From an optimization exercise on the open Yosys and OpenROAD flow, aimed at small area; shortcuts taken in it are not production practice.
Function was checked by simulation only, so behaviour that the tests miss may differ from the original.

Design complex_butterfly_bfp, start of the top module:
module complex_butterfly_bfp #(
  parameter int IWL1    = 16,
  parameter int IWL2    = 16,
  parameter int OWL     = 16,
  parameter int LATENCY = 4,
  parameter int EXPW    = 5
) (
  input  logic            clk,
  input  logic            rst,
  input  logic            strb_in,
  input  logic [1:0]      mode,
  input  logic [IWL1-1:0] din1_re,
  input  logic [IWL1-1:0] din1_im,
  input  logic [IWL2-1:0] din2_re,
  input  logic [IWL2-1:0] din2_im,
  input  logic [IWL1-1:0] din3_re,
  input  logic [IWL1-1:0] din3_im,
  input  logic            stage_clr,
  input  logic            frame_start,
  output logic [OWL-1:0]  dout1_re,
  output logic [OWL-1:0]  dout1_im,
  output logic [OWL-1:0]  dout2_re,
  output logic [OWL-1:0]  dout2_im,
  output logic            strb_out,
  output logic            sat_out,
  output logic            grow,
  output logic [EXPW-1:0] blk_exp,
  output logic            busy,
  output logic            clr_err
);
  logic        auto_sh, auto_sh_new, clr_acc, grow_hit;
  logic [1:0]  sh_in, sh1;
  logic [3:0]  vld;
  logic [15:0] b_re, b_im, w_re, w_im;
  logic [16:0] q_re_d, q_im_d, q_re, q_im;
  logic [15:0] a_re, a_im;
  logic        ld4, hold4;
  logic [64:0] w4_d;
  logic [64:0] w2, w3, w3b, w4;
  assign b_re = din1_re;
  assign b_im = din1_im;
  assign w_re = din2_re;
  assign w_im = din2_im;
  logic one1;
  logic two2;
  logic pp3;
  logic pp4;
  logic pp5;
  logic pp6;
  logic pp7;
  logic pp8;
  logic pp9;
  logic pp10;
  ...
Size: ~280 flip-flops, roughly 180 I/O pins, roughly 30000 um2 of cells after synthesis.
==> flow/config.mk <==
export PLATFORM = sky130hd
export DESIGN_NAME = complex_butterfly_bfp
export DESIGN_NICKNAME = complex_butterfly_bfp
export VERILOG_FILES = /design/flow/design.v
export SDC_FILE = /design/flow/constraint.sdc
export NUM_CORES = 4
export LEC_CHECK = 0
export ABC_AREA = 1
export CAP_MARGIN = 0
export CORE_MARGIN = 2
export CORE_UTILIZATION = 60
export SLEW_MARGIN = 0
export SYNTH_HIERARCHICAL = 1
export SYNTH_MINIMUM_KEEP_SIZE = 0
==> flow/constraint.sdc <==
create_clock -name core_clock -period 11.0 [get_ports {clk}]
set_input_delay 2.2000 -clock core_clock [delete_from_list [all_inputs] [get_ports {clk}]]
set_output_delay 2.2000 -clock core_clock [all_outputs]
set_load 0.01 [all_outputs]
standard.sh (not shown) runs the stock make flow with config.mk's settings and CLKGATE_MAP_FILE= SYNTH_SCRIPT=/design/flow/synth_recipe.tcl, a recipe that flattens the netlist after the stock synthesis.
==> flow/flow/run.sh <==
#!/bin/bash
# The standard ORFS layout (standard.sh) with these changes:
#  - synthesis is the standard flow's own script, except that ABC maps with an area-oriented script
#    (flow/abc_area.script, hooked in by flow/abc_override.tcl);
#  - the ports are buffered with the platform's smallest buffer (buf_1) instead of the
#    delay buffer that buffer_ports picks by default;
#  - clock tree synthesis clusters the flip-flops into larger groups driven by clkbuf_8
#    and inserts no dummy loads.
set -euo pipefail
W=$(pwd)
export BUFFER_PORTS_ARGS="-buffer_cell sky130_fd_sc_hd__buf_1"
export CTS_ARGS="-sink_clustering_enable -repair_clock_nets -dont_use_dummy_load -sink_clustering_size 20 -sink_clustering_max_diameter 50 -buf_list sky130_fd_sc_hd__clkbuf_8"
export MY_ABC_SCRIPT=$W/flow/abc_area.script
{ head -n 1 synth_recipe.tcl; cat flow/abc_override.tcl; tail -n +2 synth_recipe.tcl; } > area_synth.tcl
sed "s#SYNTH_SCRIPT=[^ ]*#SYNTH_SCRIPT=$W/area_synth.tcl#" standard.sh > area_synth.sh
bash area_synth.sh synth > synth_flow.log 2>&1
bash standard.sh > standard_flow.log 2>&1
==> flow/flow/abc_area.script <==
strash
dc2
dch -f
amap
==> flow/flow/abc_override.tcl <==
# Inserted into the standard flow's synthesis script (synth_recipe.tcl) after its first line: the final ABC
# technology mapping runs flow/abc_area.script (area-oriented mapping) instead of ORFS's
# script. Everything else, including the flip-flop mapping, stays as in the standard flow's synthesis.
rename synth ::synth_recipe
proc synth {args} {
  ::synth_recipe {*}$args
  if { [info commands ::orig_abc] eq "" } {
    rename ::abc ::orig_abc
    proc ::abc {args} {
      set i [lsearch -exact $args -script]
      if { $i >= 0 } {
        set args [lreplace $args $i [expr {$i + 1}] -script $::env(MY_ABC_SCRIPT)]
      }
      puts "abc with flow/abc_area.script: $args"
      ::orig_abc {*}$args
    }
  }
}
The starting point finished clean.
Rerun with:
==> flow/flow/abc_area.script (replaced) <==
strash
dch -f
map -a
mfs2
strash
dch -f
map -a
topo
stime -c
The new run went through all stages and came out clean; critical path depth stays the same; die area increases by 1.0%; setup slack is better by 0.71 ns.
Rerun with:
--- a/flow/flow/run.sh
+++ b/flow/flow/run.sh
@@ -10,5 +10,5 @@
 W=$(pwd)
 export BUFFER_PORTS_ARGS="-buffer_cell sky130_fd_sc_hd__buf_1"
-export CTS_ARGS="-sink_clustering_enable -repair_clock_nets -dont_use_dummy_load -sink_clustering_size 20 -sink_clustering_max_diameter 50 -buf_list sky130_fd_sc_hd__clkbuf_8"
+export CTS_ARGS="-sink_clustering_enable -repair_clock_nets -dont_use_dummy_load -sink_clustering_size 10 -sink_clustering_max_diameter 30 -buf_list sky130_fd_sc_hd__clkbuf_4"
 export MY_ABC_SCRIPT=$W/flow/abc_area.script
 { head -n 1 synth_recipe.tcl; cat flow/abc_override.tcl; tail -n +2 synth_recipe.tcl; } > area_synth.tcl
Clock skew grows by 0.030 ns. Setup slack got worse by 0.075 ns. Final cell count grows by 0.49%. Synthesized area is unchanged. Utilization hardly moves. Wire length stays flat. Synthesized cell count is unchanged. First-iteration DRC count hardly moves. Die area stays the same.
Rerun with:
--- a/flow/flow/run.sh
+++ b/flow/flow/run.sh
@@ -10,5 +10,5 @@
 W=$(pwd)
 export BUFFER_PORTS_ARGS="-buffer_cell sky130_fd_sc_hd__buf_1"
-export CTS_ARGS="-sink_clustering_enable -repair_clock_nets -dont_use_dummy_load -sink_clustering_size 10 -sink_clustering_max_diameter 30 -buf_list sky130_fd_sc_hd__clkbuf_4"
+export CTS_ARGS="-sink_clustering_enable -repair_clock_nets -dont_use_dummy_load -sink_clustering_size 20 -sink_clustering_max_diameter 50 -buf_list sky130_fd_sc_hd__clkbuf_8"
 export MY_ABC_SCRIPT=$W/flow/abc_area.script
 { head -n 1 synth_recipe.tcl; cat flow/abc_override.tcl; tail -n +2 synth_recipe.tcl; } > area_synth.tcl
==> flow/flow/abc_area.script (replaced) <==
strash
dc2
dch -f
amap
- GPL_TIMING_DRIVEN: default -> 0
Outcome: The changed run completed and failed the layout checks on max-capacitance violations, max-slew violations; setup slack got worse by 0.53 ns; hold slack improved by 0.0040 ns; via count rises by about 10%.
Rerun with:
==> flow/flow/abc_area.script (replaced) <==
strash
dch -f
map -a
mfs2
strash
dch -f
map -a
topo
stime -c
- CORE_UTILIZATION: 60 -> 40
- GPL_TIMING_DRIVEN: 0 -> default
Outcome:
- Now the flow completed without violations
- via count came out lower by about 13%
- hold slack gets better by 0.032 ns
- routed wire length climbs by 2.0%
- utilization falls by 23 points
- sequential cell count does not change
- clock-buffer cell count climbs by 2
- sequential share of layout area fell by 0.10 points
- critical path depth rises by 2
- design area climbs by about 0.56%
- cell count is about the same

[port drivers added, routing unchanged]
In the flow no input, the clock included, has a driving cell. The finished layouts below were timed again as built, in two steps. Step 1, drivers: a clkbuf_16 drives clk and a buf_2 each remaining input, both assumed. Step 2 times the ports against the registers' clock, not the clock port: input delays grow and output delays shrink by t, the midpoint of the rising clock arrivals with the driver on. Slacks: ideal ports / drivers / drivers and shift; pairs: ideal ports / drivers.
| run | t (ns) | slack for setup (ns) | worst setup path at the end | worst register clock-pin slew, ns | worst data-port slew with drivers (ns) |
|---|---|---|---|---|---|
| the first run | 0.600 | 0.343 / 0.343 / 0.343 | register to register | 0.12 / 0.12 | 0.11 |
| the second run | 0.561 | 1.056 / 1.056 / 1.012 | input to register | 0.12 / 0.12 | 0.13 |
| the third run | 0.648 | 0.981 / 0.981 / 0.975 | input to register | 0.11 / 0.11 | 0.13 |
| the fourth run | 0.614 | 0.446 / 0.446 / 0.003 | input to register | 0.11 / 0.11 | 0.12 |
| the fifth run | 0.580 | 1.047 / 1.047 / 1.047 | register to register | 0.11 / 0.11 | 0.12 |
For the fourth run, which loses most, drivers alone change the setup slack by 0.000 ns; drivers and shift together by -0.443 ns.
